This is an optimization exercise on Yosys and OpenROAD, whose aim is small area, not a production implementation.
Function was checked by simulation only, so behaviour that the tests miss may differ from the original.
Power is estimated from default activity; no workload was simulated.

==> flow/design.v <==
module axil_regfile_slave #(
  parameter int unsigned DATA_WIDTH = 32,
  parameter int unsigned ADDR_WIDTH = 32,
  parameter int unsigned NUM_REGS   = 32
) (
  input  logic                    ACLK,
  input  logic                    ARESETN,
  input  logic [ADDR_WIDTH-1:0]   AWADDR,
  input  logic                    AWVALID,
  output logic                    AWREADY,
  input  logic [DATA_WIDTH-1:0]   WDATA,
  input  logic [DATA_WIDTH/8-1:0] WSTRB,
  input  logic                    WVALID,
  output logic                    WREADY,
  output logic [1:0]              BRESP,
  output logic                    BVALID,
  input  logic                    BREADY,
  input  logic [ADDR_WIDTH-1:0]   ARADDR,
  input  logic                    ARVALID,
  output logic                    ARREADY,
  output logic [DATA_WIDTH-1:0]   RDATA,
  output logic [1:0]              RRESP,
  output logic                    RVALID,
  input  logic                    RREADY
);
  localparam int unsigned STRB_W = DATA_WIDTH / 8;
  localparam int unsigned LSB    = $clog2(STRB_W);
  localparam int unsigned IDX_W  = $clog2(NUM_REGS);
  localparam int unsigned HI     = LSB + IDX_W;
  localparam int unsigned RING_N = NUM_REGS / 2;
  localparam int unsigned PTR_W  = IDX_W - 1;
  logic [DATA_WIDTH-1:0] ring0_q [RING_N];
  logic [DATA_WIDTH-1:0] ring1_q [RING_N];
  logic [PTR_W-1:0]      ptr_q;
  logic                  sweep_q;
  logic                  bvalid_q, bslverr_q;
  logic                  rvalid_q, rslverr_q;
  logic [DATA_WIDTH-1:0] rdata_q;
  logic                  wr_ok, rd_ok, wr_at_head, rd_at_head, commit, ar_hs;
  logic [DATA_WIDTH-1:0] tail0, tail1;
  logic [STRB_W-1:0]     wen0, wen1, keep0, keep1;
  logic                  rd0, rd1;
  assign wr_ok      = (AWADDR >> HI) == '0;
  assign rd_ok      = (ARADDR >> HI) == '0;
  assign wr_at_head = AWADDR[LSB +: PTR_W] == ptr_q;
  assign rd_at_head = ARADDR[LSB +: PTR_W] == ptr_q;
  assign commit  = ARESETN && AWVALID && WVALID && !bvalid_q && (!wr_ok || wr_at_head);
  assign AWREADY = commit;
  assign WREADY  = commit;
  assign ARREADY = ARESETN && !rvalid_q && (!rd_ok || rd_at_head);
  assign ar_hs   = ARVALID && ARREADY;
  assign BVALID = bvalid_q;
  assign BRESP  = {bslverr_q, 1'b0};
  assign RVALID = rvalid_q;
  assign RRESP  = {rslverr_q, 1'b0};
  assign RDATA  = rdata_q;
  always_comb begin
    for (int b = 0; b < STRB_W; b++) begin
      wen0[b]  = commit && wr_ok && WSTRB[b] && !AWADDR[HI-1];
      wen1[b]  = commit && wr_ok && WSTRB[b] && AWADDR[HI-1];
      keep0[b] = !wen0[b] && !sweep_q;
      keep1[b] = !wen1[b] && !sweep_q;
      tail0[8*b +: 8] = (WDATA[8*b +: 8] & {8{wen0[b]}}) | (ring0_q[0][8*b +: 8] & {8{keep0[b]}});
      tail1[8*b +: 8] = (WDATA[8*b +: 8] & {8{wen1[b]}}) | (ring1_q[0][8*b +: 8] & {8{keep1[b]}});
    end
  end
  logic unused_lsbs;
  assign unused_lsbs = ^{AWADDR[LSB-1:0], ARADDR[LSB-1:0]};
  always_ff @(posedge ACLK) begin
    for (int i = 0; i < RING_N - 1; i++) begin
      ring0_q[i] <= ring0_q[i+1];
      ring1_q[i] <= ring1_q[i+1];
    end
    ring0_q[RING_N-1] <= tail0;
    ring1_q[RING_N-1] <= tail1;
  end
  always_ff @(posedge ACLK or negedge ARESETN) begin
    if (!ARESETN) begin
      ptr_q   <= '0;
      sweep_q <= 1'b1;
    end else begin
      ptr_q <= ptr_q + 1'b1;
      if (&ptr_q) sweep_q <= 1'b0;
    end
  end
  always_ff @(posedge ACLK or negedge ARESETN) begin
    if (!ARESETN) begin
      bvalid_q <= 1'b0;
      rvalid_q <= 1'b0;
    end else begin
      if (commit) bvalid_q <= 1'b1;
      else if (BREADY) bvalid_q <= 1'b0;
      if (ar_hs) rvalid_q <= 1'b1;
      else if (RREADY) rvalid_q <= 1'b0;
    end
  end
  assign rd0 = ar_hs && rd_ok && !sweep_q && !ARADDR[HI-1];
  assign rd1 = ar_hs && rd_ok && !sweep_q && ARADDR[HI-1];
  always_ff @(posedge ACLK) begin
    if (commit) bslverr_q <= !wr_ok;
    if (ar_hs) rslverr_q <= !rd_ok;
    rdata_q <= (ring0_q[0] & {DATA_WIDTH{rd0}}) | (ring1_q[0] & {DATA_WIDTH{rd1}})
             | (rdata_q & {DATA_WIDTH{!ar_hs}});
  end
endmodule
==> flow/flow/run.sh <==
#!/bin/bash
# Standard ORFS layout with three changes:
#  - after the standard synthesis, flow/rewrite.py remaps two mux patterns of the netlist to
#    smaller AND-OR cells (flip-flops untouched); Yosys proves the result equivalent, and the
#    standard netlist is kept if the proof fails;
#  - the ports get the smallest buffer (buf_1);
#  - the clock tree uses clkbuf_8 clusters of 22 sinks and no dummy loads.
set -euo pipefail
export BUFFER_PORTS_ARGS="-buffer_cell sky130_fd_sc_hd__buf_1"
export CTS_ARGS="-sink_clustering_enable -repair_clock_nets -sink_clustering_size 22 -sink_clustering_max_diameter 60 -buf_list sky130_fd_sc_hd__clkbuf_8 -dont_use_dummy_load"
R=orfs/results/${FLOW_PLATFORM}/axil_regfile_slave/base
LIB=${FLOW_HOME}/platforms/${FLOW_PLATFORM}/lib/sky130_fd_sc_hd__tt_025C_1v80.lib

bash standard.sh synth > synth.log 2>&1

mkdir -p rw
cp $R/1_2_yosys.v rw/std.v
python3 flow/rewrite.py rw/std.v rw/rw.v > rewrite.log 2>&1
yosys -q -p "read_liberty -ignore_miss_func $LIB; write_verilog -noattr rw/cells_all.v" > cells.log 2>&1
python3 flow/cellmodels.py rw/cells_all.v rw/comb.v rw/seq.v >> cells.log 2>&1
if yosys -p "read_verilog rw/comb.v; read_verilog -lib rw/seq.v; \
    read_verilog rw/std.v; rename $FLOW_TOP gold; read_verilog rw/rw.v; rename $FLOW_TOP gate; \
    hierarchy -check; flatten gold gate; techmap; opt_clean; equiv_make gold gate equiv; \
    hierarchy -top equiv; equiv_simple -seq 0; equiv_status -assert" > equiv.log 2>&1; then
  echo "rewrite proven equivalent; using it" >> rewrite.log
  cp rw/rw.v $R/1_2_yosys.v
  rm -f $R/1_synth.odb $R/1_synth.sdc
  bash standard.sh synth > synth2.log 2>&1
else
  echo "rewrite not proven; keeping the standard netlist" >> rewrite.log
fi

bash standard.sh finish > standard.log 2>&1
==> flow/flow/cellmodels.py <==
#!/usr/bin/env python3
"""Split Yosys's write_verilog of the liberty (read_liberty) into combinational cell models
(comb.v) and port-only blackboxes of the sequential cells (seq.v), for the equivalence check.
usage: cellmodels.py CELLS_ALL.v COMB.v SEQ.v"""
import re, sys
mods = re.findall(r'(module .*?endmodule)', open(sys.argv[1]).read(), re.S)
is_seq = lambda m: 'always' in m or ' reg ' in m
open(sys.argv[2], 'w').write('\n'.join(m for m in mods if not is_seq(m)) + '\n')
bb = []
for m in mods:
    if is_seq(m):
        keep = [l for l in m.split('\n') if l.startswith(('module', 'endmodule'))
                or l.strip().startswith(('input', 'output', 'inout'))]
        bb.append('\n'.join(keep))
open(sys.argv[3], 'w').write('\n'.join(bb) + '\n')
==> flow/flow/rewrite.py <==
#!/usr/bin/env python3
"""Area rewrite of a Yosys-mapped sky130hd netlist (flip-flops untouched).

R1: mux2 whose one data input is nor2b(A=a, B_N=h) (= h & !a, used only there) and whose
    other data input is w becomes a22o(w, sel, h, keep), with the select and keep terms shared:
      A1 side:  X = S ? h&!a : w  ->  (w & !S) | (h & (S & !a))
      A0 side:  X = S ? w : h&!a  ->  (w & S)  | (h & (!S & !a))
R2: o2bb2ai(A1_N=q, A2_N=x, B1=y, B2=mux2i(h0, h1, s)) (= q&x | !y&(s?h1:h0)) becomes
    inv(a222oi(q, x, h0, !s&!y, h1, s&!y)), the two enable terms shared.
usage: rewrite.py IN.v OUT.v
"""
import re, sys

P = 'sky130_fd_sc_hd__'
OUTS = {'X', 'Y', 'Q', 'Q_N', 'HI', 'LO', 'COUT', 'SUM'}

txt = open(sys.argv[1]).read()
cells = []
for m in re.finditer(r'\n\s*(sky130_fd_sc_hd__\w+)\s+(\\\S+ |\S+)\s*\((.*?)\);', txt, re.S):
    pins = {p: n.strip() for p, n in re.findall(r'\.(\w+)\(([^()]*?)\)', m.group(3))}
    cells.append({'type': m.group(1), 'name': m.group(2).strip(), 'pins': pins,
                  'span': (m.start(), m.end())})
drv, loads = {}, {}
for c in cells:
    for p, n in c['pins'].items():
        if p in OUTS:
            drv[n] = c
        else:
            loads.setdefault(n, []).append(c)
ports = set()
for m in re.finditer(r'^\s*(output|input)\s+(\[[^\]]*\]\s*)?(\S+);', txt, re.M):
    ports.add(m.group(3))

def base(c):
    return re.sub(r'_\d+$', '', c['type'][len(P):])

def root(net):
    """The net before any chain of plain buffers (the layout flow removes those anyway)."""
    seen = 0
    while net in drv and base(drv[net]) in ('buf', 'clkbuf') and seen < 16:
        net = drv[net]['pins']['A']
        seen += 1
    return net

def only_use(net, c):
    return len(loads.get(net, [])) == 1 and loads[net][0] is c and net.split('[')[0] not in ports

dead = set()
new = []
wires = []
shared = {}
uid = [0]

def fresh():
    uid[0] += 1
    return f'_rw{uid[0]}_'

def cell(typ, pins):
    n = fresh()
    new.append((P + typ, n, pins))
    return n

def net_of(key, typ, pins, out='Y'):
    if key not in shared:
        w = fresh()
        wires.append(w)
        cell(typ, {**pins, out: w})
        shared[key] = w
    return shared[key]

def leaf_loads(net, bufs):
    """(cell, net) for every load of net, looking through plain buffers (collected in bufs)."""
    out = []
    for l in loads.get(net, []):
        if base(l) in ('buf', 'clkbuf'):
            bufs.append(l)
            out += leaf_loads(l['pins']['X'], bufs)
        else:
            out.append((l, net))
    return out

def r1_match(c):
    """For a mux2 that R1 rewrites: (side, nor2b cell, other data net), else None."""
    for side, dn, w in (('A1', c['pins']['A1'], c['pins']['A0']), ('A0', c['pins']['A0'], c['pins']['A1'])):
        d = drv.get(dn)
        if d is not None and base(d) == 'nor2b' and only_use(dn, c):
            return side, d, w
    return None

# R1 on the A1 side needs the select's complement. When the select is a nand4 that feeds only
# such muxes, an and4 of the same inputs gives it directly and the nand4 goes.
r1 = {id(c): r1_match(c) for c in cells if base(c) == 'mux2'}
pos_sel = {}
for c in cells:
    m = r1.get(id(c))
    if not m or m[0] != 'A1':
        continue
    S = root(c['pins']['S'])
    if S in pos_sel or S not in drv or base(drv[S]) != 'nand4' or S.split('[')[0] in ports:
        continue
    bufs = []
    ll = leaf_loads(S, bufs)
    if all(base(l) == 'mux2' and r1.get(id(l)) and r1[id(l)][0] == 'A1' and l['pins']['S'] == n
           for l, n in ll):
        pos_sel[S] = (drv[S], bufs)

n1 = n2 = 0
for c in cells:
    if id(c) in dead:
        continue
    b = base(c)
    if b == 'mux2':
        S, A0, A1, X = (c['pins'][k] for k in ('S', 'A0', 'A1', 'X'))
        for side, dn, w in (('A1', A1, A0), ('A0', A0, A1)):
            d = drv.get(dn)
            if d is None or id(d) in dead or base(d) != 'nor2b' or not only_use(dn, c):
                continue
            a, h, S = root(d['pins']['A']), d['pins']['B_N'], root(S)
            if side == 'A1' and S in pos_sel:
                nd, bufs = pos_sel[S]
                sel = net_of(('and', S), 'and4_1', {k: nd['pins'][k] for k in 'ABCD'}, out='X')
                keep = net_of(('k0p', sel, a), 'nor2_1', {'A': sel, 'B': a})
                dead.add(id(nd))
                for bf in bufs:
                    dead.add(id(bf))
            elif side == 'A1':
                sel = net_of(('inv', S), 'inv_1', {'A': S})
                keep = net_of(('k1', S, a), 'nor2b_1', {'A': a, 'B_N': S})
            else:
                sel = S
                keep = net_of(('k0', S, a), 'nor2_1', {'A': S, 'B': a})
            cell('a22o_1', {'A1': w, 'A2': sel, 'B1': h, 'B2': keep, 'X': X})
            dead.add(id(c)); dead.add(id(d))
            n1 += 1
            break
    elif b == 'o2bb2ai':
        q, x, Y = (c['pins'][k] for k in ('A1_N', 'A2_N', 'Y'))
        for y, mb in ((c['pins']['B1'], c['pins']['B2']), (c['pins']['B2'], c['pins']['B1'])):
            d = drv.get(mb)
            if d is not None and id(d) not in dead and base(d) == 'mux2i' and only_use(mb, c):
                break
        else:
            continue
        h0, h1, s = d['pins']['A0'], d['pins']['A1'], root(d['pins']['S'])
        y = root(y)
        e0 = net_of(('e0', s, y), 'nor2_1', {'A': s, 'B': y})
        e1 = net_of(('e1', s, y), 'nor2b_1', {'A': y, 'B_N': s})
        yn = fresh(); wires.append(yn)
        cell('a222oi_1', {'A1': q, 'A2': x, 'B1': h0, 'B2': e0, 'C1': h1, 'C2': e1, 'Y': yn})
        cell('inv_1', {'A': yn, 'Y': Y})
        dead.add(id(c)); dead.add(id(d))
        n2 += 1

# Splice: drop dead cells, add the new ones and their wires before endmodule.
out, pos = [], 0
for c in cells:
    if id(c) in dead:
        out.append(txt[pos:c['span'][0]])
        pos = c['span'][1]
out.append(txt[pos:])
body = ''.join(out)
add = ''.join(f'  wire {w};\n' for w in wires)
for typ, n, pins in new:
    add += f'  {typ} {n} (\n' + ',\n'.join(f'    .{p}({v}{" " if v.startswith(chr(92)) else ""})' for p, v in pins.items()) + '\n  );\n'
i = body.rindex('endmodule')
body = body[:i] + add + body[i:]
open(sys.argv[2], 'w').write(body)
print(f'rewrite: {n1} mux2+nor2b -> a22o, {n2} o2bb2ai+mux2i -> a222oi+inv', file=sys.stderr)
==> flow/standard.sh <==
#!/bin/bash
# synth_recipe.tcl (not shown) runs the flow's synth.tcl, then flattens the netlist and writes it again
# the make line also repeats each setting of config.mk as NAME=value (left out here)
make -C /OpenROAD-flow-scripts/flow DESIGN_CONFIG=/design/flow/config.mk WORK_HOME=/design/flow/orfs CLKGATE_MAP_FILE= SYNTH_SCRIPT=/design/flow/synth_recipe.tcl "${@:-finish}"
==> flow/config.mk <==
export PLATFORM = sky130hd
export DESIGN_NAME = axil_regfile_slave
export DESIGN_NICKNAME = axil_regfile_slave
export VERILOG_FILES = /design/flow/design.v
export SDC_FILE = /design/flow/constraint.sdc
export NUM_CORES = 4
export LEC_CHECK = 0
export CAP_MARGIN = 0
export CORE_MARGIN = 2
export CORE_UTILIZATION = 60
export SLEW_MARGIN = 0
==> flow/constraint.sdc <==
create_clock -name core_clock -period 10.0 [get_ports {ACLK}]
set_input_delay 2.0000 -clock core_clock [delete_from_list [all_inputs] [get_ports {ACLK}]]
set_output_delay 2.0000 -clock core_clock [all_outputs]
set_load 0.01 [all_outputs]
==> notes.md <==
-- worst reg2reg max path, delay by kind of cell (launching register included) --
family | cells | cell delay, ns
compound gates | 1 | 0.33
xor+xnor | 1 | 0.21
flops | 1 | 0.46
simple gates | 3 | 1.71
-- sequential cells by signal (all words and copies together), names as in the netlist --
name	cells
rvalid_q	1
sweep_q	1
bslverr_q	1
ptr_q	4
ring0_q	512
bvalid_q	1
rdata_q	32
ring1_q	512
rslverr_q	1
-- metrics by stage --
step	hold slack, ns	instances	area [sq um]
final	0.3026	1985	24880
after global routing	0.3151	1985	24880
after CTS	0.3088	1984	24880
after detailed placement	0.3121	1930	24140
after global placement	0.3095	1930	24140
after floorplan	0.3096	1287	22990
-- placed cells by master (no fill, tap or decap), types with 6 or more instances in the layout --
master / n
and4_1: 11
nor2_1: 11
a22o_1: 65
dfxtp_1: 1056
clkbuf_8: 54
nor4_1: 10
buf_1: 141
a222oi_1: 32
and3_1: 6
dfrtp_1: 6
inv_1: 37
-- power groups by stage --
stage	logic, W	clock network (W)	registers (W)
6_report	0.0000341	0.00159	0.00424
2_1_floorplan	0.0000107	0	0.00434
4_1_cts	0.0000344	0.00165	0.00424
5_1_grt	0.0000376	0.00181	0.00425
3_3_place_gp	0.0000336	0	0.00434
3_5_place_dp	0.0000344	0	0.00434
-- layer usage --
| metal | vias up | wire (um) | track usage |
|---|---|---|---|
| met2 | 190 | 13030 | 0.2365 |
| met4 | 0 | 689 | 0.05240 |
| met5 | - | 0 | 0 |
| li1 | 4534 | - | - |
| met3 | 54 | 1575 | 0.03931 |
| met1 | 4348 | 15440 | 0.2268 |
-- layout make-up --
class / instances / area [sq um]
Tap cell: 511 / 639.4
Sequential cell: 1065 / 21380
Inverter: 37 / 138.9
Clock buffer: 54 / 743.2
Multi-Input combinational cell: 171 / 1416
Fill cell: 2722 / 12780
Timing Repair Buffer: 146 / 566.8
Antenna cell: 1 / 2.502
-- worst max path at each step --
stage                     startpoint  endpoint  slack, ns  depth (start not counted)
final                      AWADDR[5]   AWREADY       4.57                          6
after floorplan            AWADDR[5]    WREADY       4.97                          5
after global placement     AWADDR[5]   AWREADY       4.55                          6
after CTS                  AWADDR[5]   AWREADY       4.53                          6
after detailed placement   AWADDR[5]   AWREADY       4.53                          6
after global routing       AWADDR[5]   AWREADY       4.47                          6
==> flow_summary.json <==
{
  "outcome": "complete, no violations",
  "antenna_found_initial": 2,
  "slew_violations": 0,
  "power-per-cell-area_mw_per_mm2": 235.6,
  "worstPathCellList": "buf_1 -> xor2_1 -> nor4_4 -> nand3b_1 -> and2_1 -> buf_1",
  "cts_setup_buffers": 0,
  "arrival_ns": 3.43,
  "comb_power_share": 0.006,
  "drc": 0,
  "setup_violations": 0,
  "slew_headroom": 0.4207,
  "hold_start": "ring0_q[8][29]",
  "grt_pass1_vias": 8838,
  "post-route-period-util": 0.5433,
  "min_path_type": "flop to flop",
  "clk_latency_ns": 0.67,
  "slowest_delay_ns": 0.63,
  "place_congestion": 0.6994,
  "cts_tree": "yes",
  "cts_resized": 0,
  "die_h_um": 199.7,
  "layout_setup_ws_ns": 4.567,
  "coreArea_sq_mm": 0.03767,
  "drtIter0Drc": 501,
  "cp_top_family": "simple AND/OR/NAND/NOR gates",
  "hold_depth": 0,
  "cts_hold_buffers": 0,
  "yosys_warnings": 3,
  "rows": 71,
  "syn_inst": 1286,
  "syn-cell-area_sq_mm": 0.02299,
  "critical_path_buf_inv_count": 2,
  "num_io_pins": 148,
  "p_sw_frac": 0.1905,
  "num_vias": 9126,
  "htree_levels": 2,
  "dr.pass1.iters": 5,
  "crit_required_ns": 8.00,
  "cp_max_fo": 9,
  "peakVddDrop_v": 0.0001643,
  "initial_core_util": 0.6103,
  "worst_clock_skew_ns": 0.03788,
  "cap_violations": 0,
  "switchingPower_w": 0.001117,
  "syn-mean-instance-area_sq_um": 17.88,
  "critPathCaptureType": "primary output",
  "power.leakage_nw": 9.982,
  "wl_mm": 30.73,
  "die_w_um": 199.7,
  "grt_pass1_wl_mm": 46.88,
  "period_needed_ns": 5.433,
  "dpl.hpwl_mm": 18.71,
  "power.clock.fraction": 0.271,
  "numClockSinks": 1065,
  "start_kind": "primary input",
  "pwr-share-seq": 0.724,
  "r2r-end": "ring1_q[15][11]",
  "preCtsSetupSlack_ns": 4.533,
  "root_buffer": "clkbuf_8",
  "grt-ovfl-total": 0,
  "crit_path_top_delay_cell": "nor4_4",
  "reg2regPathDepth": 5,
  "max_freq_ghz": 0.1841,
  "tightestPinTransition_ns": 0.8658,
  "r2r-start": "ptr_q[3]",
  "cts_buffer_depth": 3,
  "area_growth_pct": 8.246,
  "reg2reg_slack_ns": 7.17,
  "clkSlewWorstSetupHoldPaths_ns": 0.12,
  "rsz0062_at_grt": "no",
  "nNetsFinal": 1583,
  "hold_viol": 0,
  "setup-tns-final_ns": 0,
  "via_per_inst": 4.597,
  "crit_type": "primary input to primary output",
  "hold_end": "ring0_q[7][29]",
  "internal_power_w": 0.004746,
  "layout-drive-gt1-share": 0.04345,
  "grt_max_degree": 33,
  "dieArea_sq_mm": 0.03990,
  "numPortBuffers": 141,
  "final_core_util": 0.6606,
  "path_common_cell": "buf_1",
  "cts_buffers": 54,
  "finalPower_w": 0.005863,
  "wl_per_cell_um": 15.48,
  "ant_nets": 0,
  "gr-usage-all-layers": 0.1578
}

re-timing with driven ports:
In the flow no input, the clock included, has a driving cell. The finished layout below was timed again as built, in two steps. Step 1, drivers: a clkbuf_16 drives ACLK and a buf_2 each remaining input, both assumed. Step 2 moves the port delays by t, midway between the first and last clock arrival at a register: inputs arrive t later, outputs are due t later. That takes back most of the time a late clock gives input paths. Three values: no drivers, after step 1, after step 2; two values: the first two.
t, ns: 0.699
setup WS [ns]: 4.567 / 4.546 / 4.546
worst slew at a driven data input, ns: 0.08
After both steps this run still meets setup and hold. For this run, drivers alone change the setup slack by -0.021 ns; drivers and shift together by -0.021 ns.
